Context: an optimization exercise on an open-source flow, tuned for small area. The choices shown serve that exercise and are no tape-out recipe.
In this exercise RTL edits were held to simulation tests only and were not proved equivalent to the original.
Power is estimated from default activity; no workload was simulated.

## constraint.sdc

```tcl
create_clock -name core_clock -period 5.0 [get_ports {CLK}]
set_input_delay 1.0000 -clock core_clock [delete_from_list [all_inputs] [get_ports {CLK}]]
set_output_delay 1.0000 -clock core_clock [all_outputs]
set_load 0.01 [all_outputs]
```

## run.sh

```bash
#!/bin/bash
# synth_recipe.tcl (not shown) runs the flow's synth.tcl, then flattens the netlist and writes it again
# the make line also repeats each setting of config.mk as NAME=value (left out here)
make -C /OpenROAD-flow-scripts/flow DESIGN_CONFIG=/design/flow/config.mk WORK_HOME=/design/flow/orfs CLKGATE_MAP_FILE= SYNTH_SCRIPT=/design/flow/synth_recipe.tcl finish
```

## design.v

```verilog
`default_nettype none
package tcpcRegPkg;
	localparam int DATA_W = 16;  
	localparam int BYTE_W = 8;
	localparam int ADDR_W = 8;
endpackage
`default_nettype wire
`timescale 1ns/1ps
`default_nettype none
module tcpcHoldMux #(parameter int W = 8)
(
	input  logic         en_i,
	input  logic         hold_i,
	input  logic [W-1:0] d_i,
	input  logic [W-1:0] q_i,
	output logic [W-1:0] nx_o
);
	assign nx_o = ({W{en_i}} & d_i) | ({W{hold_i}} & q_i);
endmodule
`default_nettype wire
`timescale 1ns/1ps
`default_nettype none
module tcpcAoi3 #(parameter int W = 8)
(
	input  logic         s0_i,
	input  logic         s1_i,
	input  logic         s2_i,
	input  logic [W-1:0] d0_i,
	input  logic [W-1:0] d1_i,
	input  logic [W-1:0] d2_i,
	output logic [W-1:0] y_no
);
	assign y_no = ~(({W{s0_i}} & d0_i) | ({W{s1_i}} & d1_i) | ({W{s2_i}} & d2_i));
endmodule
module tcpcAoi2 #(parameter int W = 8)
(
	input  logic         s0_i,
	input  logic         s1_i,
	input  logic [W-1:0] d0_i,
	input  logic [W-1:0] d1_i,
	output logic [W-1:0] y_no
);
	assign y_no = ~(({W{s0_i}} & d0_i) | ({W{s1_i}} & d1_i));
endmodule
`default_nettype wire
`timescale 1ns/1ps
`default_nettype none
module tcpcRegisterFile
(
	input  logic        CLK,
	input  logic        reset,
	input  logic        req_i,
	input  logic        rnw_i,
	input  logic [7:0]  addr_i,
	input  logic [15:0] wrData_i,
	input  logic [15:0] vendorId_i,
	input  logic [15:0] productId_i,
	input  logic [15:0] deviceId_i,
	input  logic [7:0]  ccStatus_i,
	input  logic [7:0]  powerStatus_i,
	output logic        ack_o,
	output logic [15:0] rdData_o,
	output logic [7:0]  roleControl_o,
	output logic [7:0]  powerControl_o,
	output logic [7:0]  transmit_o
);
	logic wr, rd;
	assign wr = req_i & ~rnw_i;
	assign rd = req_i & rnw_i & ~reset;
	logic [15:0] lo;
	logic [7:0]  hi, wrHi, rdHi;
	assign lo   = 16'(1) << addr_i[3:0];
	assign hi   = addr_i[7] ? 8'h00 : (8'(1) << addr_i[6:4]);
	assign wrHi = hi & {8{wr}};
	logic [15:0] loW;
	logic [7:0]  hiW;
	assign loW = lo | {16{reset}};
	assign hiW = wrHi | {8{reset}};
	assign rdHi = hi & {8{rd}};
	logic [15:0] wd0, wd1;
	assign wd0 = wrData_i & {16{~reset}};
	assign wd1 = wrData_i | {16{reset}};
	logic [15:0] alert, alert_nx;
	logic alert_en;
	assign alert_en = hiW[1] & loW[0];
	tcpcHoldMux #(.W(16)) u_alert (.en_i(alert_en), .hold_i(~alert_en), .d_i({wd0[15], wd0[14], wd0[13], wd0[12], wd0[11], wd0[10], wd0[9], wd0[8], wd0[7], wd0[6], wd0[5], wd0[4], wd0[3], wd0[2], wd0[1], wd0[0]}), .q_i(alert), .nx_o(alert_nx));
	always_ff @(posedge CLK)
		alert <= alert_nx;
	logic [15:0] alertMask, alertMask_nx;
	logic alertMask_en;
	assign alertMask_en = hiW[1] & loW[2];
	tcpcHoldMux #(.W(16)) u_alertMask (.en_i(alertMask_en), .hold_i(~alertMask_en), .d_i({wd0[15], wd0[14], wd0[13], wd0[12], wd1[11], wd1[10], wd1[9], wd1[8], wd1[7], wd1[6], wd1[5], wd1[4], wd1[3], wd1[2], wd1[1], wd1[0]}), .q_i(alertMask), .nx_o(alertMask_nx));
	always_ff @(posedge CLK)
		alertMask <= alertMask_nx;
	logic [15:0] vbusSinkDisc, vbusSinkDisc_nx;
	logic vbusSinkDisc_en;
	assign vbusSinkDisc_en = hiW[7] & loW[2];
	tcpcHoldMux #(.W(16)) u_vbusSinkDisc (.en_i(vbusSinkDisc_en), .hold_i(~vbusSinkDisc_en), .d_i({wd0[15], wd0[14], wd0[13], wd0[12], wd0[11], wd0[10], wd0[9], wd0[8], wd0[7], wd0[6], wd0[5], wd0[4], wd0[3], wd0[2], wd0[1], wd0[0]}), .q_i(vbusSinkDisc), .nx_o(vbusSinkDisc_nx));
	always_ff @(posedge CLK)
		vbusSinkDisc <= vbusSinkDisc_nx;
	logic [15:0] vbusStopDisch, vbusStopDisch_nx;
	logic vbusStopDisch_en;
	assign vbusStopDisch_en = hiW[7] & loW[4];
	tcpcHoldMux #(.W(16)) u_vbusStopDisch (.en_i(vbusStopDisch_en), .hold_i(~vbusStopDisch_en), .d_i({wd0[15], wd0[14], wd0[13], wd0[12], wd0[11], wd0[10], wd0[9], wd0[8], wd0[7], wd0[6], wd0[5], wd0[4], wd0[3], wd0[2], wd0[1], wd0[0]}), .q_i(vbusStopDisch), .nx_o(vbusStopDisch_nx));
	always_ff @(posedge CLK)
		vbusStopDisch <= vbusStopDisch_nx;
	logic [15:0] vbusAlarmHi, vbusAlarmHi_nx;
	logic vbusAlarmHi_en;
	assign vbusAlarmHi_en = hiW[7] & loW[6];
	tcpcHoldMux #(.W(16)) u_vbusAlarmHi (.en_i(vbusAlarmHi_en), .hold_i(~vbusAlarmHi_en), .d_i({wd0[15], wd0[14], wd0[13], wd0[12], wd0[11], wd0[10], wd0[9], wd0[8], wd0[7], wd0[6], wd0[5], wd0[4], wd0[3], wd0[2], wd0[1], wd0[0]}), .q_i(vbusAlarmHi), .nx_o(vbusAlarmHi_nx));
	always_ff @(posedge CLK)
		vbusAlarmHi <= vbusAlarmHi_nx;
	logic [15:0] vbusAlarmLo, vbusAlarmLo_nx;
	logic vbusAlarmLo_en;
	assign vbusAlarmLo_en = hiW[7] & loW[8];
	tcpcHoldMux #(.W(16)) u_vbusAlarmLo (.en_i(vbusAlarmLo_en), .hold_i(~vbusAlarmLo_en), .d_i({wd0[15], wd0[14], wd0[13], wd0[12], wd0[11], wd0[10], wd0[9], wd0[8], wd0[7], wd0[6], wd0[5], wd0[4], wd0[3], wd0[2], wd0[1], wd0[0]}), .q_i(vbusAlarmLo), .nx_o(vbusAlarmLo_nx));
	always_ff @(posedge CLK)
		vbusAlarmLo <= vbusAlarmLo_nx;
	logic [7:0] powerStatusMask, powerStatusMask_nx;
	logic powerStatusMask_en;
	assign powerStatusMask_en = hiW[1] & loW[4];
	tcpcHoldMux #(.W(8)) u_powerStatusMask (.en_i(powerStatusMask_en), .hold_i(~powerStatusMask_en), .d_i({wd1[7], wd1[6], wd1[5], wd1[4], wd1[3], wd1[2], wd1[1], wd1[0]}), .q_i(powerStatusMask), .nx_o(powerStatusMask_nx));
	always_ff @(posedge CLK)
		powerStatusMask <= powerStatusMask_nx;
	logic [7:0] faultStatusMask, faultStatusMask_nx;
	logic faultStatusMask_en;
	assign faultStatusMask_en = hiW[1] & loW[5];
	tcpcHoldMux #(.W(8)) u_faultStatusMask (.en_i(faultStatusMask_en), .hold_i(~faultStatusMask_en), .d_i({wd1[7], wd1[6], wd1[5], wd1[4], wd1[3], wd1[2], wd1[1], wd1[0]}), .q_i(faultStatusMask), .nx_o(faultStatusMask_nx));
	always_ff @(posedge CLK)
		faultStatusMask <= faultStatusMask_nx;
	logic [7:0] configStdOutput, configStdOutput_nx;
	logic configStdOutput_en;
	assign configStdOutput_en = hiW[1] & loW[8];
	tcpcHoldMux #(.W(8)) u_configStdOutput (.en_i(configStdOutput_en), .hold_i(~configStdOutput_en), .d_i({wd0[7], wd1[6], wd1[5], wd0[4], wd0[3], wd0[2], wd0[1], wd0[0]}), .q_i(configStdOutput), .nx_o(configStdOutput_nx));
	always_ff @(posedge CLK)
		configStdOutput <= configStdOutput_nx;
	logic [7:0] tcpcControl, tcpcControl_nx;
	logic tcpcControl_en;
	assign tcpcControl_en = hiW[1] & loW[9];
	tcpcHoldMux #(.W(8)) u_tcpcControl (.en_i(tcpcControl_en), .hold_i(~tcpcControl_en), .d_i({wd0[7], wd0[6], wd0[5], wd0[4], wd0[3], wd0[2], wd0[1], wd0[0]}), .q_i(tcpcControl), .nx_o(tcpcControl_nx));
	always_ff @(posedge CLK)
		tcpcControl <= tcpcControl_nx;
	logic [7:0] roleControl, roleControl_nx;
	logic roleControl_en;
	assign roleControl_en = hiW[1] & loW[10];
	tcpcHoldMux #(.W(8)) u_roleControl (.en_i(roleControl_en), .hold_i(~roleControl_en), .d_i({wd0[7], wd0[6], wd0[5], wd0[4], wd1[3], wd0[2], wd1[1], wd0[0]}), .q_i(roleControl), .nx_o(roleControl_nx));
	always_ff @(posedge CLK)
		roleControl <= roleControl_nx;
	logic [7:0] faultControl, faultControl_nx;
	logic faultControl_en;
	assign faultControl_en = hiW[1] & loW[11];
	tcpcHoldMux #(.W(8)) u_faultControl (.en_i(faultControl_en), .hold_i(~faultControl_en), .d_i({wd0[7], wd0[6], wd0[5], wd0[4], wd0[3], wd0[2], wd0[1], wd0[0]}), .q_i(faultControl), .nx_o(faultControl_nx));
	always_ff @(posedge CLK)
		faultControl <= faultControl_nx;
	logic [7:0] powerControl, powerControl_nx;
	logic powerControl_en;
	assign powerControl_en = hiW[1] & loW[12];
	tcpcHoldMux #(.W(8)) u_powerControl (.en_i(powerControl_en), .hold_i(~powerControl_en), .d_i({wd0[7], wd1[6], wd1[5], wd0[4], wd0[3], wd0[2], wd0[1], wd0[0]}), .q_i(powerControl), .nx_o(powerControl_nx));
	always_ff @(posedge CLK)
		powerControl <= powerControl_nx;
	logic [7:0] faultStatus, faultStatus_nx;
	logic faultStatus_en;
	assign faultStatus_en = hiW[1] & loW[15];
	tcpcHoldMux #(.W(8)) u_faultStatus (.en_i(faultStatus_en), .hold_i(~faultStatus_en), .d_i({wd1[7], wd0[6], wd0[5], wd0[4], wd0[3], wd0[2], wd0[1], wd0[0]}), .q_i(faultStatus), .nx_o(faultStatus_nx));
	always_ff @(posedge CLK)
		faultStatus <= faultStatus_nx;
	logic [7:0] msgHeaderInfo, msgHeaderInfo_nx;
	logic msgHeaderInfo_en;
	assign msgHeaderInfo_en = hiW[2] & loW[14];
	tcpcHoldMux #(.W(8)) u_msgHeaderInfo (.en_i(msgHeaderInfo_en), .hold_i(~msgHeaderInfo_en), .d_i({wd0[7], wd0[6], wd0[5], wd0[4], wd0[3], wd0[2], wd0[1], wd0[0]}), .q_i(msgHeaderInfo), .nx_o(msgHeaderInfo_nx));
	always_ff @(posedge CLK)
		msgHeaderInfo <= msgHeaderInfo_nx;
	logic [7:0] receiveDetect, receiveDetect_nx;
	logic receiveDetect_en;
	assign receiveDetect_en = hiW[2] & loW[15];
	tcpcHoldMux #(.W(8)) u_receiveDetect (.en_i(receiveDetect_en), .hold_i(~receiveDetect_en), .d_i({wd0[7], wd0[6], wd0[5], wd0[4], wd0[3], wd0[2], wd0[1], wd0[0]}), .q_i(receiveDetect), .nx_o(receiveDetect_nx));
	always_ff @(posedge CLK)
		receiveDetect <= receiveDetect_nx;
	logic [7:0] transmit, transmit_nx;
	logic transmit_en;
	assign transmit_en = hiW[5] & loW[0];
	tcpcHoldMux #(.W(8)) u_transmit (.en_i(transmit_en), .hold_i(~transmit_en), .d_i({wd0[7], wd0[6], wd0[5], wd0[4], wd0[3], wd0[2], wd0[1], wd0[0]}), .q_i(transmit), .nx_o(transmit_nx));
	always_ff @(posedge CLK)
		transmit <= transmit_nx;
	logic [7:0] txByteCount, txByteCount_nx;
	logic txByteCount_en;
	assign txByteCount_en = hiW[5] & loW[1];
	tcpcHoldMux #(.W(8)) u_txByteCount (.en_i(txByteCount_en), .hold_i(~txByteCount_en), .d_i({wd0[7], wd1[6], wd1[5], wd0[4], wd0[3], wd1[2], wd0[1], wd1[0]}), .q_i(txByteCount), .nx_o(txByteCount_nx));
	always_ff @(posedge CLK)
		txByteCount <= txByteCount_nx;
	logic [7:0] txBuf0, txBuf0_nx;
	logic txBuf0_en;
	assign txBuf0_en = hiW[5] & loW[2];
	tcpcHoldMux #(.W(8)) u_txBuf0 (.en_i(txBuf0_en), .hold_i(~txBuf0_en), .d_i({wd0[7], wd0[6], wd0[5], wd0[4], wd0[3], wd0[2], wd0[1], wd0[0]}), .q_i(txBuf0), .nx_o(txBuf0_nx));
	always_ff @(posedge CLK)
		txBuf0 <= txBuf0_nx;
	logic [7:0] txBuf1, txBuf1_nx;
	logic txBuf1_en;
	assign txBuf1_en = hiW[5] & loW[3];
	tcpcHoldMux #(.W(8)) u_txBuf1 (.en_i(txBuf1_en), .hold_i(~txBuf1_en), .d_i({wd0[7], wd0[6], wd0[5], wd0[4], wd0[3], wd0[2], wd0[1], wd0[0]}), .q_i(txBuf1), .nx_o(txBuf1_nx));
	always_ff @(posedge CLK)
		txBuf1 <= txBuf1_nx;
	logic [7:0] txBuf2, txBuf2_nx;
	logic txBuf2_en;
	assign txBuf2_en = hiW[5] & loW[4];
	tcpcHoldMux #(.W(8)) u_txBuf2 (.en_i(txBuf2_en), .hold_i(~txBuf2_en), .d_i({wd0[7], wd0[6], wd0[5], wd0[4], wd0[3], wd0[2], wd0[1], wd0[0]}), .q_i(txBuf2), .nx_o(txBuf2_nx));
	always_ff @(posedge CLK)
		txBuf2 <= txBuf2_nx;
	logic [7:0] txBuf3, txBuf3_nx;
	logic txBuf3_en;
	assign txBuf3_en = hiW[5] & loW[5];
	tcpcHoldMux #(.W(8)) u_txBuf3 (.en_i(txBuf3_en), .hold_i(~txBuf3_en), .d_i({wd0[7], wd0[6], wd0[5], wd0[4], wd0[3], wd0[2], wd0[1], wd0[0]}), .q_i(txBuf3), .nx_o(txBuf3_nx));
	always_ff @(posedge CLK)
		txBuf3 <= txBuf3_nx;
	logic [7:0] txBuf4, txBuf4_nx;
	logic txBuf4_en;
	assign txBuf4_en = hiW[5] & loW[6];
	tcpcHoldMux #(.W(8)) u_txBuf4 (.en_i(txBuf4_en), .hold_i(~txBuf4_en), .d_i({wd0[7], wd0[6], wd0[5], wd0[4], wd0[3], wd0[2], wd0[1], wd0[0]}), .q_i(txBuf4), .nx_o(txBuf4_nx));
	always_ff @(posedge CLK)
		txBuf4 <= txBuf4_nx;
	logic [7:0] txBuf5, txBuf5_nx;
	logic txBuf5_en;
	assign txBuf5_en = hiW[5] & loW[7];
	tcpcHoldMux #(.W(8)) u_txBuf5 (.en_i(txBuf5_en), .hold_i(~txBuf5_en), .d_i({wd0[7], wd0[6], wd0[5], wd0[4], wd0[3], wd0[2], wd0[1], wd0[0]}), .q_i(txBuf5), .nx_o(txBuf5_nx));
	always_ff @(posedge CLK)
		txBuf5 <= txBuf5_nx;
	logic [7:0] txBuf6, txBuf6_nx;
	logic txBuf6_en;
	assign txBuf6_en = hiW[5] & loW[8];
	tcpcHoldMux #(.W(8)) u_txBuf6 (.en_i(txBuf6_en), .hold_i(~txBuf6_en), .d_i({wd0[7], wd0[6], wd0[5], wd0[4], wd0[3], wd0[2], wd0[1], wd0[0]}), .q_i(txBuf6), .nx_o(txBuf6_nx));
	always_ff @(posedge CLK)
		txBuf6 <= txBuf6_nx;
	logic [7:0] txBuf7, txBuf7_nx;
	logic txBuf7_en;
	assign txBuf7_en = hiW[5] & loW[9];
	tcpcHoldMux #(.W(8)) u_txBuf7 (.en_i(txBuf7_en), .hold_i(~txBuf7_en), .d_i({wd0[7], wd0[6], wd0[5], wd0[4], wd0[3], wd0[2], wd0[1], wd0[0]}), .q_i(txBuf7), .nx_o(txBuf7_nx));
	always_ff @(posedge CLK)
		txBuf7 <= txBuf7_nx;
	logic [7:0] txBuf8, txBuf8_nx;
	logic txBuf8_en;
	assign txBuf8_en = hiW[5] & loW[10];
	tcpcHoldMux #(.W(8)) u_txBuf8 (.en_i(txBuf8_en), .hold_i(~txBuf8_en), .d_i({wd0[7], wd0[6], wd0[5], wd0[4], wd0[3], wd0[2], wd0[1], wd0[0]}), .q_i(txBuf8), .nx_o(txBuf8_nx));
	always_ff @(posedge CLK)
		txBuf8 <= txBuf8_nx;
	logic [7:0] txBuf9, txBuf9_nx;
	logic txBuf9_en;
	assign txBuf9_en = hiW[5] & loW[11];
	tcpcHoldMux #(.W(8)) u_txBuf9 (.en_i(txBuf9_en), .hold_i(~txBuf9_en), .d_i({wd0[7], wd0[6], wd0[5], wd0[4], wd0[3], wd0[2], wd0[1], wd0[0]}), .q_i(txBuf9), .nx_o(txBuf9_nx));
	always_ff @(posedge CLK)
		txBuf9 <= txBuf9_nx;
	logic [7:0] txBuf10, txBuf10_nx;
	logic txBuf10_en;
	assign txBuf10_en = hiW[5] & loW[12];
	tcpcHoldMux #(.W(8)) u_txBuf10 (.en_i(txBuf10_en), .hold_i(~txBuf10_en), .d_i({wd0[7], wd0[6], wd0[5], wd0[4], wd0[3], wd0[2], wd0[1], wd0[0]}), .q_i(txBuf10), .nx_o(txBuf10_nx));
	always_ff @(posedge CLK)
		txBuf10 <= txBuf10_nx;
	logic [7:0] txBuf11, txBuf11_nx;
	logic txBuf11_en;
	assign txBuf11_en = hiW[5] & loW[13];
	tcpcHoldMux #(.W(8)) u_txBuf11 (.en_i(txBuf11_en), .hold_i(~txBuf11_en), .d_i({wd0[7], wd0[6], wd0[5], wd0[4], wd0[3], wd0[2], wd0[1], wd0[0]}), .q_i(txBuf11), .nx_o(txBuf11_nx));
	always_ff @(posedge CLK)
		txBuf11 <= txBuf11_nx;
	logic [7:0] txBuf12, txBuf12_nx;
	logic txBuf12_en;
	assign txBuf12_en = hiW[5] & loW[14];
	tcpcHoldMux #(.W(8)) u_txBuf12 (.en_i(txBuf12_en), .hold_i(~txBuf12_en), .d_i({wd0[7], wd0[6], wd0[5], wd0[4], wd0[3], wd0[2], wd0[1], wd0[0]}), .q_i(txBuf12), .nx_o(txBuf12_nx));
	always_ff @(posedge CLK)
		txBuf12 <= txBuf12_nx;
	logic [7:0] txBuf13, txBuf13_nx;
	logic txBuf13_en;
	assign txBuf13_en = hiW[5] & loW[15];
	tcpcHoldMux #(.W(8)) u_txBuf13 (.en_i(txBuf13_en), .hold_i(~txBuf13_en), .d_i({wd0[7], wd0[6], wd0[5], wd0[4], wd0[3], wd0[2], wd0[1], wd0[0]}), .q_i(txBuf13), .nx_o(txBuf13_nx));
	always_ff @(posedge CLK)
		txBuf13 <= txBuf13_nx;
	logic [7:0] txBuf14, txBuf14_nx;
	logic txBuf14_en;
	assign txBuf14_en = hiW[6] & loW[0];
	tcpcHoldMux #(.W(8)) u_txBuf14 (.en_i(txBuf14_en), .hold_i(~txBuf14_en), .d_i({wd0[7], wd0[6], wd0[5], wd0[4], wd0[3], wd0[2], wd0[1], wd0[0]}), .q_i(txBuf14), .nx_o(txBuf14_nx));
	always_ff @(posedge CLK)
		txBuf14 <= txBuf14_nx;
	logic [7:0] txBuf15, txBuf15_nx;
	logic txBuf15_en;
	assign txBuf15_en = hiW[6] & loW[1];
	tcpcHoldMux #(.W(8)) u_txBuf15 (.en_i(txBuf15_en), .hold_i(~txBuf15_en), .d_i({wd0[7], wd0[6], wd0[5], wd0[4], wd0[3], wd0[2], wd0[1], wd0[0]}), .q_i(txBuf15), .nx_o(txBuf15_nx));
	always_ff @(posedge CLK)
		txBuf15 <= txBuf15_nx;
	logic [7:0] txBuf16, txBuf16_nx;
	logic txBuf16_en;
	assign txBuf16_en = hiW[6] & loW[2];
	tcpcHoldMux #(.W(8)) u_txBuf16 (.en_i(txBuf16_en), .hold_i(~txBuf16_en), .d_i({wd0[7], wd0[6], wd0[5], wd0[4], wd0[3], wd0[2], wd0[1], wd0[0]}), .q_i(txBuf16), .nx_o(txBuf16_nx));
	always_ff @(posedge CLK)
		txBuf16 <= txBuf16_nx;
	logic [7:0] txBuf17, txBuf17_nx;
	logic txBuf17_en;
	assign txBuf17_en = hiW[6] & loW[3];
	tcpcHoldMux #(.W(8)) u_txBuf17 (.en_i(txBuf17_en), .hold_i(~txBuf17_en), .d_i({wd0[7], wd0[6], wd0[5], wd0[4], wd0[3], wd0[2], wd0[1], wd0[0]}), .q_i(txBuf17), .nx_o(txBuf17_nx));
	always_ff @(posedge CLK)
		txBuf17 <= txBuf17_nx;
	logic [7:0] txBuf18, txBuf18_nx;
	logic txBuf18_en;
	assign txBuf18_en = hiW[6] & loW[4];
	tcpcHoldMux #(.W(8)) u_txBuf18 (.en_i(txBuf18_en), .hold_i(~txBuf18_en), .d_i({wd0[7], wd0[6], wd0[5], wd0[4], wd0[3], wd0[2], wd0[1], wd0[0]}), .q_i(txBuf18), .nx_o(txBuf18_nx));
	always_ff @(posedge CLK)
		txBuf18 <= txBuf18_nx;
	logic [7:0] txBuf19, txBuf19_nx;
	logic txBuf19_en;
	assign txBuf19_en = hiW[6] & loW[5];
	tcpcHoldMux #(.W(8)) u_txBuf19 (.en_i(txBuf19_en), .hold_i(~txBuf19_en), .d_i({wd0[7], wd0[6], wd0[5], wd0[4], wd0[3], wd0[2], wd0[1], wd0[0]}), .q_i(txBuf19), .nx_o(txBuf19_nx));
	always_ff @(posedge CLK)
		txBuf19 <= txBuf19_nx;
	logic [7:0] txBuf20, txBuf20_nx;
	logic txBuf20_en;
	assign txBuf20_en = hiW[6] & loW[6];
	tcpcHoldMux #(.W(8)) u_txBuf20 (.en_i(txBuf20_en), .hold_i(~txBuf20_en), .d_i({wd0[7], wd0[6], wd0[5], wd0[4], wd0[3], wd0[2], wd0[1], wd0[0]}), .q_i(txBuf20), .nx_o(txBuf20_nx));
	always_ff @(posedge CLK)
		txBuf20 <= txBuf20_nx;
	logic [7:0] txBuf21, txBuf21_nx;
	logic txBuf21_en;
	assign txBuf21_en = hiW[6] & loW[7];
	tcpcHoldMux #(.W(8)) u_txBuf21 (.en_i(txBuf21_en), .hold_i(~txBuf21_en), .d_i({wd0[7], wd0[6], wd0[5], wd0[4], wd0[3], wd0[2], wd0[1], wd0[0]}), .q_i(txBuf21), .nx_o(txBuf21_nx));
	always_ff @(posedge CLK)
		txBuf21 <= txBuf21_nx;
	logic [7:0] txBuf22, txBuf22_nx;
	logic txBuf22_en;
	assign txBuf22_en = hiW[6] & loW[8];
	tcpcHoldMux #(.W(8)) u_txBuf22 (.en_i(txBuf22_en), .hold_i(~txBuf22_en), .d_i({wd0[7], wd0[6], wd0[5], wd0[4], wd0[3], wd0[2], wd0[1], wd0[0]}), .q_i(txBuf22), .nx_o(txBuf22_nx));
	always_ff @(posedge CLK)
		txBuf22 <= txBuf22_nx;
	logic [7:0] txBuf23, txBuf23_nx;
	logic txBuf23_en;
	assign txBuf23_en = hiW[6] & loW[9];
	tcpcHoldMux #(.W(8)) u_txBuf23 (.en_i(txBuf23_en), .hold_i(~txBuf23_en), .d_i({wd0[7], wd0[6], wd0[5], wd0[4], wd0[3], wd0[2], wd0[1], wd0[0]}), .q_i(txBuf23), .nx_o(txBuf23_nx));
	always_ff @(posedge CLK)
		txBuf23 <= txBuf23_nx;
	logic [7:0] txBuf24, txBuf24_nx;
	logic txBuf24_en;
	assign txBuf24_en = hiW[6] & loW[10];
	tcpcHoldMux #(.W(8)) u_txBuf24 (.en_i(txBuf24_en), .hold_i(~txBuf24_en), .d_i({wd0[7], wd0[6], wd0[5], wd0[4], wd0[3], wd0[2], wd0[1], wd0[0]}), .q_i(txBuf24), .nx_o(txBuf24_nx));
	always_ff @(posedge CLK)
		txBuf24 <= txBuf24_nx;
	logic [7:0] txBuf25, txBuf25_nx;
	logic txBuf25_en;
	assign txBuf25_en = hiW[6] & loW[11];
	tcpcHoldMux #(.W(8)) u_txBuf25 (.en_i(txBuf25_en), .hold_i(~txBuf25_en), .d_i({wd0[7], wd0[6], wd0[5], wd0[4], wd0[3], wd0[2], wd0[1], wd0[0]}), .q_i(txBuf25), .nx_o(txBuf25_nx));
	always_ff @(posedge CLK)
		txBuf25 <= txBuf25_nx;
	logic [7:0] txBuf26, txBuf26_nx;
	logic txBuf26_en;
	assign txBuf26_en = hiW[6] & loW[12];
	tcpcHoldMux #(.W(8)) u_txBuf26 (.en_i(txBuf26_en), .hold_i(~txBuf26_en), .d_i({wd0[7], wd0[6], wd0[5], wd0[4], wd0[3], wd0[2], wd0[1], wd0[0]}), .q_i(txBuf26), .nx_o(txBuf26_nx));
	always_ff @(posedge CLK)
		txBuf26 <= txBuf26_nx;
	logic [7:0] txBuf27, txBuf27_nx;
	logic txBuf27_en;
	assign txBuf27_en = hiW[6] & loW[13];
	tcpcHoldMux #(.W(8)) u_txBuf27 (.en_i(txBuf27_en), .hold_i(~txBuf27_en), .d_i({wd0[7], wd0[6], wd0[5], wd0[4], wd0[3], wd0[2], wd0[1], wd0[0]}), .q_i(txBuf27), .nx_o(txBuf27_nx));
	always_ff @(posedge CLK)
		txBuf27 <= txBuf27_nx;
	logic [7:0] txBuf28, txBuf28_nx;
	logic txBuf28_en;
	assign txBuf28_en = hiW[6] & loW[14];
	tcpcHoldMux #(.W(8)) u_txBuf28 (.en_i(txBuf28_en), .hold_i(~txBuf28_en), .d_i({wd0[7], wd0[6], wd0[5], wd0[4], wd0[3], wd0[2], wd0[1], wd0[0]}), .q_i(txBuf28), .nx_o(txBuf28_nx));
	always_ff @(posedge CLK)
		txBuf28 <= txBuf28_nx;
	logic [7:0] txBuf29, txBuf29_nx;
	logic txBuf29_en;
	assign txBuf29_en = hiW[6] & loW[15];
	tcpcHoldMux #(.W(8)) u_txBuf29 (.en_i(txBuf29_en), .hold_i(~txBuf29_en), .d_i({wd0[7], wd0[6], wd0[5], wd0[4], wd0[3], wd0[2], wd0[1], wd0[0]}), .q_i(txBuf29), .nx_o(txBuf29_nx));
	always_ff @(posedge CLK)
		txBuf29 <= txBuf29_nx;
	assign roleControl_o  = roleControl;
	assign powerControl_o = powerControl;
	assign transmit_o     = transmit;
	logic rs00;
	assign rs00 = rdHi[0] & lo[0];
	logic rs02;
	assign rs02 = rdHi[0] & lo[2];
	logic rs04;
	assign rs04 = rdHi[0] & lo[4];
	logic rs06;
	assign rs06 = rdHi[0] & lo[6];
	logic rs08;
	assign rs08 = rdHi[0] & lo[8];
	logic rs0A;
	assign rs0A = rdHi[0] & lo[10];
	logic rs10;
	assign rs10 = rdHi[1] & lo[0];
	logic rs12;
	assign rs12 = rdHi[1] & lo[2];
	logic rs14;
	assign rs14 = rdHi[1] & lo[4];
	logic rs15;
	assign rs15 = rdHi[1] & lo[5];
	logic rs18;
	assign rs18 = rdHi[1] & lo[8];
	logic rs19;
	assign rs19 = rdHi[1] & lo[9];
	logic rs1A;
	assign rs1A = rdHi[1] & lo[10];
	logic rs1B;
	assign rs1B = rdHi[1] & lo[11];
	logic rs1C;
	assign rs1C = rdHi[1] & lo[12];
	logic rs1D;
	assign rs1D = rdHi[1] & lo[13];
	logic rs1E;
	assign rs1E = rdHi[1] & lo[14];
	logic rs1F;
	assign rs1F = rdHi[1] & lo[15];
	logic rs2E;
	assign rs2E = rdHi[2] & lo[14];
	logic rs2F;
	assign rs2F = rdHi[2] & lo[15];
	logic rs50;
	assign rs50 = rdHi[5] & lo[0];
	logic rs51;
	assign rs51 = rdHi[5] & lo[1];
	logic rs52;
	assign rs52 = rdHi[5] & lo[2];
	logic rs53;
	assign rs53 = rdHi[5] & lo[3];
	logic rs54;
	assign rs54 = rdHi[5] & lo[4];
	logic rs55;
	assign rs55 = rdHi[5] & lo[5];
	logic rs56;
	assign rs56 = rdHi[5] & lo[6];
	logic rs57;
	assign rs57 = rdHi[5] & lo[7];
	logic rs58;
	assign rs58 = rdHi[5] & lo[8];
	logic rs59;
	assign rs59 = rdHi[5] & lo[9];
	logic rs5A;
	assign rs5A = rdHi[5] & lo[10];
	logic rs5B;
	assign rs5B = rdHi[5] & lo[11];
	logic rs5C;
	assign rs5C = rdHi[5] & lo[12];
	logic rs5D;
	assign rs5D = rdHi[5] & lo[13];
	logic rs5E;
	assign rs5E = rdHi[5] & lo[14];
	logic rs5F;
	assign rs5F = rdHi[5] & lo[15];
	logic rs60;
	assign rs60 = rdHi[6] & lo[0];
	logic rs61;
	assign rs61 = rdHi[6] & lo[1];
	logic rs62;
	assign rs62 = rdHi[6] & lo[2];
	logic rs63;
	assign rs63 = rdHi[6] & lo[3];
	logic rs64;
	assign rs64 = rdHi[6] & lo[4];
	logic rs65;
	assign rs65 = rdHi[6] & lo[5];
	logic rs66;
	assign rs66 = rdHi[6] & lo[6];
	logic rs67;
	assign rs67 = rdHi[6] & lo[7];
	logic rs68;
	assign rs68 = rdHi[6] & lo[8];
	logic rs69;
	assign rs69 = rdHi[6] & lo[9];
	logic rs6A;
	assign rs6A = rdHi[6] & lo[10];
	logic rs6B;
	assign rs6B = rdHi[6] & lo[11];
	logic rs6C;
	assign rs6C = rdHi[6] & lo[12];
	logic rs6D;
	assign rs6D = rdHi[6] & lo[13];
	logic rs6E;
	assign rs6E = rdHi[6] & lo[14];
	logic rs6F;
	assign rs6F = rdHi[6] & lo[15];
	logic rs72;
	assign rs72 = rdHi[7] & lo[2];
	logic rs74;
	assign rs74 = rdHi[7] & lo[4];
	logic rs76;
	assign rs76 = rdHi[7] & lo[6];
	logic rs78;
	assign rs78 = rdHi[7] & lo[8];
	logic [15:0] lw0_n;
	tcpcAoi3 #(.W(16)) u_lw0 (.s0_i(rs10), .s1_i(rs12), .s2_i(rs72), .d0_i(alert), .d1_i(alertMask), .d2_i(vbusSinkDisc), .y_no(lw0_n));
	logic [15:0] lw1_n;
	tcpcAoi3 #(.W(16)) u_lw1 (.s0_i(rs74), .s1_i(rs76), .s2_i(rs78), .d0_i(vbusStopDisch), .d1_i(vbusAlarmHi), .d2_i(vbusAlarmLo), .y_no(lw1_n));
	logic [15:0] lw2_n;
	tcpcAoi3 #(.W(16)) u_lw2 (.s0_i(rs00), .s1_i(rs02), .s2_i(rs04), .d0_i(vendorId_i), .d1_i(productId_i), .d2_i(deviceId_i), .y_no(lw2_n));
	logic [7:0] lb0_n;
	tcpcAoi3 #(.W(8)) u_lb0 (.s0_i(rs14), .s1_i(rs15), .s2_i(rs18), .d0_i(powerStatusMask), .d1_i(faultStatusMask), .d2_i(configStdOutput), .y_no(lb0_n));
	logic [7:0] lb1_n;
	tcpcAoi3 #(.W(8)) u_lb1 (.s0_i(rs19), .s1_i(rs1A), .s2_i(rs1B), .d0_i(tcpcControl), .d1_i(roleControl), .d2_i(faultControl), .y_no(lb1_n));
	logic [7:0] lb2_n;
	tcpcAoi3 #(.W(8)) u_lb2 (.s0_i(rs1C), .s1_i(rs1F), .s2_i(rs2E), .d0_i(powerControl), .d1_i(faultStatus), .d2_i(msgHeaderInfo), .y_no(lb2_n));
	logic [7:0] lb3_n;
	tcpcAoi3 #(.W(8)) u_lb3 (.s0_i(rs2F), .s1_i(rs50), .s2_i(rs51), .d0_i(receiveDetect), .d1_i(transmit), .d2_i(txByteCount), .y_no(lb3_n));
	logic [7:0] lb4_n;
	tcpcAoi3 #(.W(8)) u_lb4 (.s0_i(rs52), .s1_i(rs53), .s2_i(rs54), .d0_i(txBuf0), .d1_i(txBuf1), .d2_i(txBuf2), .y_no(lb4_n));
	logic [7:0] lb5_n;
	tcpcAoi3 #(.W(8)) u_lb5 (.s0_i(rs55), .s1_i(rs56), .s2_i(rs57), .d0_i(txBuf3), .d1_i(txBuf4), .d2_i(txBuf5), .y_no(lb5_n));
	logic [7:0] lb6_n;
	tcpcAoi3 #(.W(8)) u_lb6 (.s0_i(rs58), .s1_i(rs59), .s2_i(rs5A), .d0_i(txBuf6), .d1_i(txBuf7), .d2_i(txBuf8), .y_no(lb6_n));
	logic [7:0] lb7_n;
	tcpcAoi3 #(.W(8)) u_lb7 (.s0_i(rs5B), .s1_i(rs5C), .s2_i(rs5D), .d0_i(txBuf9), .d1_i(txBuf10), .d2_i(txBuf11), .y_no(lb7_n));
	logic [7:0] lb8_n;
	tcpcAoi3 #(.W(8)) u_lb8 (.s0_i(rs5E), .s1_i(rs5F), .s2_i(rs60), .d0_i(txBuf12), .d1_i(txBuf13), .d2_i(txBuf14), .y_no(lb8_n));
	logic [7:0] lb9_n;
	tcpcAoi3 #(.W(8)) u_lb9 (.s0_i(rs61), .s1_i(rs62), .s2_i(rs63), .d0_i(txBuf15), .d1_i(txBuf16), .d2_i(txBuf17), .y_no(lb9_n));
	logic [7:0] lb10_n;
	tcpcAoi3 #(.W(8)) u_lb10 (.s0_i(rs64), .s1_i(rs65), .s2_i(rs66), .d0_i(txBuf18), .d1_i(txBuf19), .d2_i(txBuf20), .y_no(lb10_n));
	logic [7:0] lb11_n;
	tcpcAoi3 #(.W(8)) u_lb11 (.s0_i(rs67), .s1_i(rs68), .s2_i(rs69), .d0_i(txBuf21), .d1_i(txBuf22), .d2_i(txBuf23), .y_no(lb11_n));
	logic [7:0] lb12_n;
	tcpcAoi3 #(.W(8)) u_lb12 (.s0_i(rs6A), .s1_i(rs6B), .s2_i(rs6C), .d0_i(txBuf24), .d1_i(txBuf25), .d2_i(txBuf26), .y_no(lb12_n));
	logic [7:0] lb13_n;
	tcpcAoi3 #(.W(8)) u_lb13 (.s0_i(rs6D), .s1_i(rs6E), .s2_i(rs6F), .d0_i(txBuf27), .d1_i(txBuf28), .d2_i(txBuf29), .y_no(lb13_n));
	logic [7:0] lb14_n;
	tcpcAoi2 #(.W(8)) u_lb14 (.s0_i(rs1D), .s1_i(rs1E), .d0_i(ccStatus_i), .d1_i(powerStatus_i), .y_no(lb14_n));
	logic [15:0] rdNext;
	logic [15:0] cst;
	assign cst = {(1'b0), (1'b0), (rs08), (rs0A), (1'b0), (1'b0), (1'b0), (1'b0), (1'b0), (1'b0), (1'b0), (rs06 | rs08 | rs0A), (1'b0), (rs06), (rs06 | rs08 | rs0A), (1'b0)};
	assign rdNext[15:8] = cst[15:8] | ~(lw0_n[15:8] & lw1_n[15:8] & lw2_n[15:8]);
	assign rdNext[7:0]  = cst[7:0] | ~(lw0_n[7:0] & lw1_n[7:0] & lw2_n[7:0]
		& lb0_n
		& lb1_n
		& lb2_n
		& lb3_n
		& lb4_n
		& lb5_n
		& lb6_n
		& lb7_n
		& lb8_n
		& lb9_n
		& lb10_n
		& lb11_n
		& lb12_n
		& lb13_n
		& lb14_n);
	logic mapped;
	assign mapped = (hi[0] & (lo[0] | lo[2] | lo[4] | lo[6] | lo[8] | lo[10]))
		| (hi[1] & (lo[0] | lo[2] | lo[4] | lo[5] | lo[8] | lo[9] | lo[10] | lo[11] | lo[12] | lo[13] | lo[14] | lo[15]))
		| (hi[2] & (lo[14] | lo[15]))
		| (hi[5] & (lo[0] | lo[1] | lo[2] | lo[3] | lo[4] | lo[5] | lo[6] | lo[7] | lo[8] | lo[9] | lo[10] | lo[11] | lo[12] | lo[13] | lo[14] | lo[15]))
		| (hi[6] & (lo[0] | lo[1] | lo[2] | lo[3] | lo[4] | lo[5] | lo[6] | lo[7] | lo[8] | lo[9] | lo[10] | lo[11] | lo[12] | lo[13] | lo[14] | lo[15]))
		| (hi[7] & (lo[2] | lo[4] | lo[6] | lo[8]));
	always_ff @(posedge CLK)
	begin
		ack_o    <= req_i & ~reset & mapped;
		rdData_o <= rdNext;
	end
endmodule
`default_nettype wire
```

## config.mk

```make
export PLATFORM = sky130hd
export DESIGN_NAME = tcpcRegisterFile
export DESIGN_NICKNAME = tcpcRegisterFile
export VERILOG_FILES = /design/flow/design.v
export SDC_FILE = /design/flow/constraint.sdc
export NUM_CORES = 4
export LEC_CHECK = 0
export CAP_MARGIN = 20
export CORE_MARGIN = 2
export CORE_UTILIZATION = 40
export SLEW_MARGIN = 20
export SYNTH_HIERARCHICAL = 1
export SYNTH_MINIMUM_KEEP_SIZE = 0
```

==> qor.yml, run 1 <==
root_buffer: "clkbuf_16"
power.density_mw_per_mm2: 419
ir_drop_uv: 208
grt_pass1_vias: 13800
synth_ff_type: "dfxtp_1"
finalMaxSlewViolations: 0
outcome: "timing/DRC/antenna clean"
numClockSinks: 449
die_w_um: 214
setup_viol: 0
drc: 0
period_needed_ns: 3.84
wirelength_um: 60700
max_freq_ghz: 0.260
cts_hold_buffers: 0
grt_use_met3: 0.0470
viasPerCell: 6.60
worst_skew_pair.late_latency_ns: 0.57
tightest_slew_ns: 1.14
synth_top_cell_by_area: "dfxtp_1"
post_cts_buffers: 0
ys_types: 49
syn_nets: 1644
critPathSlowestCell: "clkdlybuf4s50_1"
synth-edff-count: 0
cp.required_ns: 5.44
leakage_nw: 7.95
worst_setup_path_end_kind: "flop"
seq_area_frac_synth: 0.511
rsz0062_at_grt: "false"
row_count: 76
gr-max-usage-layer: "met2"
regArea_mm2: 0.00899
cts_made_buffers: 46
final_util: 0.464
fin_nets: 1693
core-area_mm2: 0.0433
grt_max_degree: 77
place_area_mm2: 0.0186
drive_gt1_frac: 0.111
synth_async_sr_flop_share: 0
drtIter0Drc: 2285
hp-class: "reg -> reg"
synth_top_area_frac: 0.511
cts_tree: "yes"
ant_nets: 0
maxSlewHeadroom: 0.230
io_buffer_count: 132
drtPass1Iterations: 11
antenna_found_initial: 1
crit_chain: "clkdlybuf4s50_1, nor2b_1, nand2_1, nor2_1, a222oi_1, and4_1, nand3_1, or4_1"
clockBufferDepth: 3
grtUsageMet1: 0.352
syn2layout_area_growth_pct: 14.3
h-tree-depth: 2
tns_ns: 0
cp_max_fo: 17
crit_family: "simple AND/OR/NAND/NOR gates"
synthesis.area_mm2: 0.0176
arrival_ns: 4.28
ys_seq_elements: 449
design_area_mm2: 0.0201
max_stage_delay_ns: 0.84
cts_resized: 0
hold_violations: 0
ios: 133
grt_overflow: 0
crit_type: "in -> reg"
gp_congestion: 0.979
path_buf_inv: 1
vias: 14600
dpl.hpwl_um: 42100
dieArea_mm2: 0.0456
grt_pass1_wl_um: 89100
initial_core_util: 0.406
die_h_um: 214
synth_cells: 1552
syn_area_per_cell_um2: 11.3
grt_use_met2: 0.407
clkTransAtPathRegs_ns: 0.06
final.period_utilization: 0.768
fillers: 4002
clock_skew_ns: 0.0117
timing.max_cap.violations: 0
yosysWarnings: 7
track_usage: 0.258
wl_per_cell_um: 27.4
worstSetupStartpointType: "input pin"
multiInputGateArea_mm2: 0.00717
synthTopCellsByArea: "dfxtp_1 (51%), a22o_1 (20%), a222oi_1 (9.1%)"
## cells by family after synthesis
kind of cell	synth area share
buffers and inverters	0.0841
flip-flops	0.511
AO/OA/AOI/OAI	0.333
AND/OR/NAND/NOR	0.0719
## synthesized netlist by cell type (all sizes together), types with 2 or more instances
master	number
and2	2
a31oi	2
o21ai	27
nor2b	21
nor2	105
nand2b	5
nand4	26
inv	35
and4	8
or2	13
a222oi	160
nor4	5
dfxtp	449
buf	136
nand3	20
a21oi	12
nand2	22
a32oi	2
or4	5
o2111ai	2
nor4b	2
a22oi	8
clkbuf	36
and3	2
nor3	6
a22o	432
## cell type report
cell class              instances  area share
flip-flops and latches        449       0.447
multi-input cells             896       0.357
repair buffers                173      0.0808
clock buffers                  65      0.0654
well taps                     585      0.0364
inverters                      35     0.00654
clock inverters                13     0.00648
diodes                          1    0.000125
## metal layers
metal  share of wire  routed length [um]
met5               0                   0
met4           0.036                2160
met3           0.095                5790
met2            0.45               27200
met1            0.42               25600
## worst reg2reg max path: cells and delay by family (launching register included)
kind               cells  cell delay [ns]
and+or+nand+nor        2             0.78
AOI/OAI and AO/OA      1             0.76
DFF                    1             0.31
## placed cells by master, fill, tap and decap left out, drive strengths merged, types with 13 or more instances in the layout
cell	n
nand4	26
buf	42
o21ai	27
nor2b	21
a222oi	160
nor2	105
nand3	20
a22o	432
nand2	22
dfxtp	449
or2	13
clkdlybuf4s50	131
clkbuf	65
inv	36
## state kept, by name, summed over array words and instances (netlist names), 16 cells and up
signal         cells
alert             16
alertMask         16
rdData_o          16
vbusAlarmHi       16
vbusAlarmLo       16
vbusSinkDisc      16
vbusStopDisch     16
## through the flow
stage | setup slack (ns) | total power, mW | instances | hold WS, ns
2_1_floorplan | 1.75 | 4.81 | 1552 | 0.439
3_3_place_gp | 0.706 | 5.10 | 2138 | 0.452
3_5_place_dp | 0.687 | 5.11 | 2138 | 0.453
4_1_cts | 1.28 | 8.43 | 2216 | 0.472
5_1_grt | 1.02 | 8.69 | 2216 | 0.476
6_report | 1.16 | 8.43 | 2217 | 0.470
## power breakdown
group,internal (mW),switching [mW],total (mW),leakage [nW]
clock network,1.93,1.42,3.35,0.703
registers,3.98,0.263,4.24,3.73
logic,0.417,0.418,0.835,3.52
## final timing paths
path	slack, ns	cells after the start	to	from
worst max-delay path	1.16	8	rdData_o[3]$_DFF_P_	addr_i[0]
worst min register to register	0.47	1	txBuf16[0]$_DFF_P_	txBuf16[0]$_DFF_P_
worst max register to register	3.03	3	rdData_o[3]$_DFF_P_	txBuf27[3]$_DFF_P_
worst min-delay path	0.47	1	txBuf16[0]$_DFF_P_	txBuf16[0]$_DFF_P_
==> run 2, diff against run 1 <==
==> flow/run.sh (new file) <==
#!/bin/bash
# The standard layout (the standard.sh, unchanged synthesis) with two knobs:
# ports are buffered with the smallest buffer, and clock tree synthesis uses
# clkbuf_8 sink clusters without dummy loads. All output goes to flow.log here;
# ORFS keeps each step's own log under orfs/logs/.
set -euo pipefail
cd "$(dirname "$0")/.."
bash standard.sh \
	"BUFFER_PORTS_ARGS=-buffer_cell sky130_fd_sc_hd__buf_1" \
	"CTS_ARGS=-sink_clustering_enable -repair_clock_nets -dont_use_dummy_load -buf_list sky130_fd_sc_hd__clkbuf_8 -sink_clustering_size 16 -sink_clustering_max_diameter 60" \
	finish > flow.log 2>&1
==> standard.sh (new file) <==
#!/bin/bash
# synth_recipe.tcl (not shown) runs the flow's synth.tcl, then flattens the netlist and writes it again
# the make line also repeats each setting of config.mk as NAME=value (left out here)
make -C /OpenROAD-flow-scripts/flow DESIGN_CONFIG=/design/flow/config.mk WORK_HOME=/design/flow/orfs CLKGATE_MAP_FILE= SYNTH_SCRIPT=/design/flow/synth_recipe.tcl "${@:-finish}"
--- a/config.mk
+++ b/config.mk
@@ -9,3 +9,4 @@
 export CORE_MARGIN = 2
-export CORE_UTILIZATION = 40
+export CORE_UTILIZATION = 70
+export GPL_TIMING_DRIVEN = 0
 export SLEW_MARGIN = 20
removed: run.sh
==> qor.yml, run 2 <==
cts_made_buffers: 35  # -24%
regArea_mm2: 0.00899  # unchanged
rsz0062_at_grt: "false"
tns_ns: 0  # unchanged
arrival_ns: 4.31  # +0.03 ns
max_stage_delay_ns: 0.99  # +0.15 ns
wl_per_cell_um: 26.6  # -2.7%
holdPathStages: 1  # unchanged
ys_seq_elements: 449  # unchanged
core-area_mm2: 0.0245  # -43%
track_usage: 0.400  # +0.142
maxSlewHeadroom: 0.284  # +0.0536
drtPass1Iterations: 10  # -1
synth-edff-count: 0  # unchanged
grt_overflow: 0  # unchanged
clockBufferDepth: 3  # unchanged
synth.most_common_cell: "dfxtp_1"
clock_skew_ns: 0.0744  # +0.0627 ns
fin_nets: 1821  # +7.6%
ys_types: 49  # unchanged
antenna_cells: 0  # -1
setup_viol: 0  # unchanged
r2r_slack_ns: 2.63  # -0.40 ns
r2r-start: "txBuf6[4]$_DFF_P_"
numClockSinks: 449  # unchanged
dpl.hpwl_um: 38800  # -7.8%
cts_resized: 0  # unchanged
synth_top_cells_by_count: "dfxtp_1 (449), a22o_1 (396), a222oi_1 (160)"
die_w_um: 162  # -24%
initial_core_util: 0.719  # +0.312
worstSetupStartpointType: "input pin"
power.density_mw_per_mm2: 354  # -16%
drc: 0  # unchanged
cts_hold_buffers: 0  # unchanged
syn2layout_area_growth_pct: 9.47
cp_max_fo: 10  # -7
ant_nets: 0  # unchanged
ir_drop_uv: 353  # +70%
hold_violations: 0  # unchanged
period_needed_ns: 3.84  # +0.00466 ns
io_buffer_count: 131  # -0.76%
ios: 133  # unchanged
p_total_mw: 6.81  # -19%
tightest_slew_ns: 1.07  # -0.0684 ns
syn_area_per_cell_um2: 11.3  # unchanged
finalNonFillerCells: 2051  # -7.5%
ff2ff_path_depth: 5  # +2
synth_ff_type: "dfxtp_1"
dieArea_mm2: 0.0264  # -42%
crit_type: "in -> reg"
row_count: 57  # -25%
drive_gt1_frac: 0.162  # +0.0506
antenna_found_initial: 3  # +2
min_from: "txBuf29[7]$_DFF_P_"
die_h_um: 162  # -24%
max_freq_ghz: 0.260  # -0.12%
final_common_cell: "dfxtp_1"
multiInputGateArea_mm2: 0.00717  # unchanged
synth_async_sr_flop_share: 0  # unchanged
synth_top_area_frac: 0.511  # unchanged
cp.required_ns: 5.47  # +0.03 ns
final.period_utilization: 0.769  # +0.000932
hp-class: "reg -> reg"
post_cts_buffers: 0  # unchanged
synthTopCellsByArea: "dfxtp_1 (51%), a22o_1 (20%), a222oi_1 (9.1%)"
path_buf_inv: 2  # +1
final_cell_mix: "dfxtp_1 (449), a22o_1 (396), a222oi_1 (160), buf_1 (132), nor2_1 (105)"
drtIter0Drc: 2774  # +21%
leakage_nw: 7.86  # -1.2%
vias: 15100  # +2.9%
fillers: 1670  # -58%
crit_chain: "buf_1, buf_2, nor2_1, nand2_1, nor2_1, a222oi_1, and4_1, nand3_1, nor4_1, nand2_1"
holdPathEnd: "txBuf29[7]$_DFF_P_"
finalMaxSlewViolations: 0  # unchanged
critPathSlowestCell: "a222oi_1"
synth_top_cell_by_area: "dfxtp_1"
cts_tree: "yes"
yosysWarnings: 7  # unchanged
h-tree-depth: 2  # unchanged
placed_cells: 2016  # -5.7%
root_buffer: "clkbuf_8"
outcome: "timing/DRC/antenna clean"
synth_cells: 1552  # unchanged
syn_nets: 1644  # unchanged
clkTransAtPathRegs_ns: 0.10  # +0.04 ns
viasPerCell: 7.34  # +11%
synthesis.area_mm2: 0.0176  # unchanged
wirelength_um: 54600  # -10%
worst_skew_pair.late_latency_ns: 0.58  # about the same
grt_pass1_wl_um: 82100  # -7.9%
timing.max_cap.violations: 0  # unchanged
grt_pass1_vias: 14100  # +2.3%
reg2reg_to: "rdData_o[4]$_DFF_P_"
worst_setup_path_end_kind: "flop"
seq_area_frac_synth: 0.511  # unchanged
grt_max_degree: 28  # -64%
crit_family: "simple AND/OR/NAND/NOR gates"
gp_congestion: 1.00  # +2.3%
run 2: worst max-delay path by stage:
stage	cells after the start	to	slack, ns	from
after floorplan	4	alert[4]$_DFF_P_	1.75	reset
after global placement	4	tcpcControl[7]$_DFF_P_	-0.12	reset
after detailed placement	11	rdData_o[6]$_DFF_P_	0.78	addr_i[3]
after CTS	11	rdData_o[6]$_DFF_P_	1.40	addr_i[3]
after global routing	11	rdData_o[6]$_DFF_P_	1.07	addr_i[3]
final	10	rdData_o[4]$_DFF_P_	1.16	addr_i[1]
run 2: power by group:
group          switching, mW  internal (mW)
Sequential             0.237           3.97
Combinational          0.439          0.425
Clock                   1.10          0.632
run 2: cell type report:
| cell class | count | share of cell area |
|---|---|---|
| Sequential cell | 449 | 0.467 |
| Multi-Input combinational cell | 896 | 0.373 |
| Buffer | 172 | 0.0700 |
| Timing Repair Buffer | 140 | 0.0373 |
| Clock buffer | 35 | 0.0250 |
| Tap cell | 324 | 0.0211 |
| Inverter | 35 | 0.00683 |
run 2: kinds of logic after synthesis:
| kind of cell | synth area share |
|---|---|
| AOI/OAI and AO/OA | 0.333 |
| DFF | 0.511 |
| and+or+nand+nor | 0.0719 |
| buffers and inverters | 0.0841 |
run 2: worst reg2reg max path, cell delays in order (launching register included):
cell      delay (ns)
dfxtp_1         0.33
a222oi_1        0.93
and4_1          0.33
nand3_1         0.23
nor4_1          0.33
nand2_1         0.11
run 2: stage by stage:
stage | setup WS [ns] | area [um^2] | utilization | hold slack [ns]
after global routing | 1.07 | 19200 | 0.787 | 0.478
after detailed placement | 0.780 | 18800 | 0.767 | 0.452
after CTS | 1.40 | 19200 | 0.787 | 0.473
after global placement | -0.119 | 18500 | 0.755 | 0.451
after floorplan | 1.75 | 17600 | - | 0.439
final | 1.16 | 19200 | 0.787 | 0.478
run 2: metal layers:
layer	up-vias	track usage	share of wire
met5	-	0	0.00048
met3	166	0.114	0.12
met2	1032	0.602	0.44
met1	7287	0.544	0.40
met4	4	0.164	0.044
li1	6572	-	-
==> run 3, diff against run 2 <==
--- a/config.mk
+++ b/config.mk
@@ -9,4 +9,3 @@
 export CORE_MARGIN = 2
-export CORE_UTILIZATION = 70
-export GPL_TIMING_DRIVEN = 0
+export CORE_UTILIZATION = 65
 export SLEW_MARGIN = 20
==> qor.yml, run 3 <==
outcome: "timing/DRC/antenna clean"
post_cts_buffers: 0  # unchanged
grt_pass1_wl_um: 84000  # +2.3%
cts_tree: "yes"
crit_top_cell: "nand2_1"
grt_overflow: 0  # unchanged
timing.max_cap.violations: 0  # unchanged
synth-edff-count: 0  # unchanged
synth_async_sr_flop_share: 0  # unchanged
tightest_slew_ns: 1.19  # +0.119 ns
synth_top_cell_by_area: "dfxtp_1"
p_switching_mw: 1.79  # +0.42%
viasPerCell: 7.54  # +2.7%
h-tree-depth: 2  # unchanged
clock_skew_ns: 0.0485  # -0.0260 ns
synth_top_area_frac: 0.511  # unchanged
crit_type: "in -> reg"
worstSetupStartpointType: "input pin"
synth.most_common_cell: "dfxtp_1"
rsz0062_at_grt: "false"
cp_max_fo: 20  # +10
tns_ns: 0  # unchanged
p_sw_frac: 0.265  # +0.00339
synth_mux_area_frac: 0  # unchanged
row_count: 60  # +5.3%
clkTransAtPathRegs_ns: 0.08  # -0.02 ns
synth_cells: 1552  # unchanged
wl_per_cell_um: 29.4  # +10%
finalNonFillerCells: 1931  # -5.9%
grt_max_degree: 47  # +68%
io_buffer_count: 132  # +0.76%
synthTopCellsByArea: "dfxtp_1 (51%), a22o_1 (20%), a222oi_1 (9.1%)"
ys_seq_elements: 449  # unchanged
die_w_um: 168  # +3.7%
antenna_found_initial: 2  # -1
final_cell_mix: "dfxtp_1 (449), a22o_1 (396), a222oi_1 (160), buf_1 (131), nor2_1 (103)"
drc: 0  # unchanged
root_buffer: "clkbuf_8"
die_h_um: 168  # +3.7%
syn_area_per_cell_um2: 11.3  # unchanged
hold_violations: 0  # unchanged
max_stage_delay_ns: 0.83  # -0.16 ns
syn2layout_area_growth_pct: 2.46
crit_chain: "buf_1, nor2b_1, nand2_1, nor2_1, a222oi_1, and4_1, nand3_1, nor4_1, nand2_1"
max_freq_ghz: 0.267  # +2.5%
internal-power_mw: 4.96  # -1.3%
fin_nets: 1680  # -7.7%
worst_setup_path_end_kind: "flop"
arrival_ns: 4.16  # -0.15 ns
synthesis.area_mm2: 0.0176  # unchanged
power_frac_clock: 0.261  # +0.006
drtPass1Iterations: 9  # -1
initial_core_util: 0.658  # -0.0609
power_frac_seq: 0.626  # +0.008
leakage_nw: 7.15  # -9.0%
finalMaxSlewViolations: 0  # unchanged
place_area_mm2: 0.0175  # -6.7%
dpl.hpwl_um: 39000  # +0.52%
design_area_mm2: 0.0180  # -6.4%
power.density_mw_per_mm2: 375  # +5.9%
setup_viol: 0  # unchanged
placed_cells: 1891  # -6.2%
holdWs_ns: 0.476  # -0.00141 ns
clockBufferDepth: 3  # unchanged
synth-compound-area-share: 0.333  # unchanged
final_common_cell: "dfxtp_1"
cts_made_buffers: 36  # +2.9%
ys_types: 49  # unchanged
synth_fa_ha_area_frac: 0  # unchanged
synth_top_cells_by_count: "dfxtp_1 (449), a22o_1 (396), a222oi_1 (160)"
ios: 133  # unchanged
drtIter0Drc: 2987  # +7.7%
syn_nets: 1644  # unchanged
ir_drop_uv: 294  # -17%
numClockSinks: 449  # unchanged
core-area_mm2: 0.0267  # +9.3%
grt_pass1_vias: 13500  # -4.5%
synth_simple_gate_area_frac: 0.0719  # unchanged
yosysWarnings: 7  # unchanged
cp.required_ns: 5.41  # -0.06 ns
critPathSlowestCell: "a222oi_1"
ant_nets: 0  # unchanged
worst_skew_pair.late_latency_ns: 0.58  # about the same
track_usage: 0.385  # -0.0152
cts_resized: 0  # unchanged
final.period_utilization: 0.750  # -0.0187
period_needed_ns: 3.75  # -0.0936 ns
synth_top_family_by_area: "compound AO/OA/AOI/OAI gates"
hp-class: "reg -> reg"
gp_congestion: 1.08  # +8.1%
drive_gt1_frac: 0.0939  # -0.0676
vias: 14600  # -3.3%
wirelength_um: 56800  # +3.9%
seq_area_frac_synth: 0.511  # unchanged
synth_ff_type: "dfxtp_1"
maxSlewHeadroom: 0.205  # -0.0790
comb_power_share: 0.113  # -0.014
synth_xor_area_frac: 0  # unchanged
cts_hold_buffers: 0  # unchanged
dieArea_mm2: 0.0284  # +7.5%
[run 3: critical path, delay by kind of cell]
kind                   cells  cell delay, ns
AOI/OAI and AO/OA          1            0.83
buffers and inverters      1            0.56
and+or+nand+nor            7            1.77
[run 3: area by class of cell]
cell class | count | area (um^2)
multi-input combinational | 896 | 7180
inverter | 35 | 131
fill | 2108 | 8710
sequential | 449 | 8990
clock buffer | 36 | 495
antenna | 4 | 10.0
timing repair buffer | 170 | 782
tap | 341 | 427
[run 3: path summary, 6_finish.rpt]
path	cells after the start	slack (ns)	end	start
hold reg to reg	1	0.48	txBuf16[3]$_DFF_P_	txBuf16[3]$_DFF_P_
hold / removal	1	0.48	txBuf16[3]$_DFF_P_	txBuf16[3]$_DFF_P_
setup reg to reg	5	2.93	rdData_o[1]$_DFF_P_	txBuf6[1]$_DFF_P_
setup / recovery	9	1.25	rdData_o[1]$_DFF_P_	addr_i[2]
[run 3: through the flow]
stage                      util  worst slack [ns]  total power [mW]
after global routing      0.674              1.24              6.96
after CTS                 0.673              1.48              6.71
after floorplan               -              1.75              4.81
after detailed placement  0.655             0.890              5.03
after global placement    0.655             0.990              5.00
final                     0.674              1.25              6.75
[run 3: cell families after synthesis]
logic type / Yosys count
compound gates: 651
buf+inv: 207
flops: 449
simple gates: 245
[run 3: per-layer routing]
| layer | track usage | part of all wire | vias to the layer above |
|---|---|---|---|
| met2 | 0.594 | 0.44 | 1029 |
| met5 | 0 | 0 | - |
| li1 | - | - | 6295 |
| met4 | 0.148 | 0.040 | 0 |
| met1 | 0.533 | 0.41 | 7089 |
| met3 | 0.0811 | 0.11 | 156 |
[run 3: power by group through the flow]
stage	clock [mW]	combinational [mW]	sequential, mW
2_1_floorplan	0	0.591	4.22
3_3_place_gp	0	0.715	4.29
3_5_place_dp	0	0.739	4.29
4_1_cts	1.76	0.741	4.21
5_1_grt	1.89	0.810	4.26
6_report	1.76	0.759	4.23

[separate check: timing with driven ports]
Ports are ideal in the flow. The routed layouts listed here were re-timed in OpenROAD.
Step 1, drivers: a clkbuf_16 drives CLK and a buf_2 each remaining input, both assumed.
Step 2 adds t to the input delays and takes it off the output delays; t is the mean of the earliest and latest rising clock arrival at the registers after step 1. Input paths then give back, and output paths get back, about the clock's delay inside the block.
Three values: ideal, step 1, step 2; two values: the first two.
run	shift t [ns]	setup WS [ns]	hold WS [ns]	slew at the worst register clock pin (ns)	worst slew at a driven data input, ns
run 1	0.617	1.160 / 1.193 / 0.576	0.470 / 0.470 / 0.470	0.07 / 0.07	0.08
run 2	0.591	1.156 / 1.151 / 0.560	0.478 / 0.478 / 0.478	0.10 / 0.10	0.05
run 3	0.603	1.249 / 1.242 / 0.639	0.476 / 0.476 / 0.476	0.11 / 0.11	0.08
After both steps setup and hold are still met in every run listed. The setup slack of run 3, which loses most, moves by -0.007 ns with the drivers and by -0.610 ns with both steps.
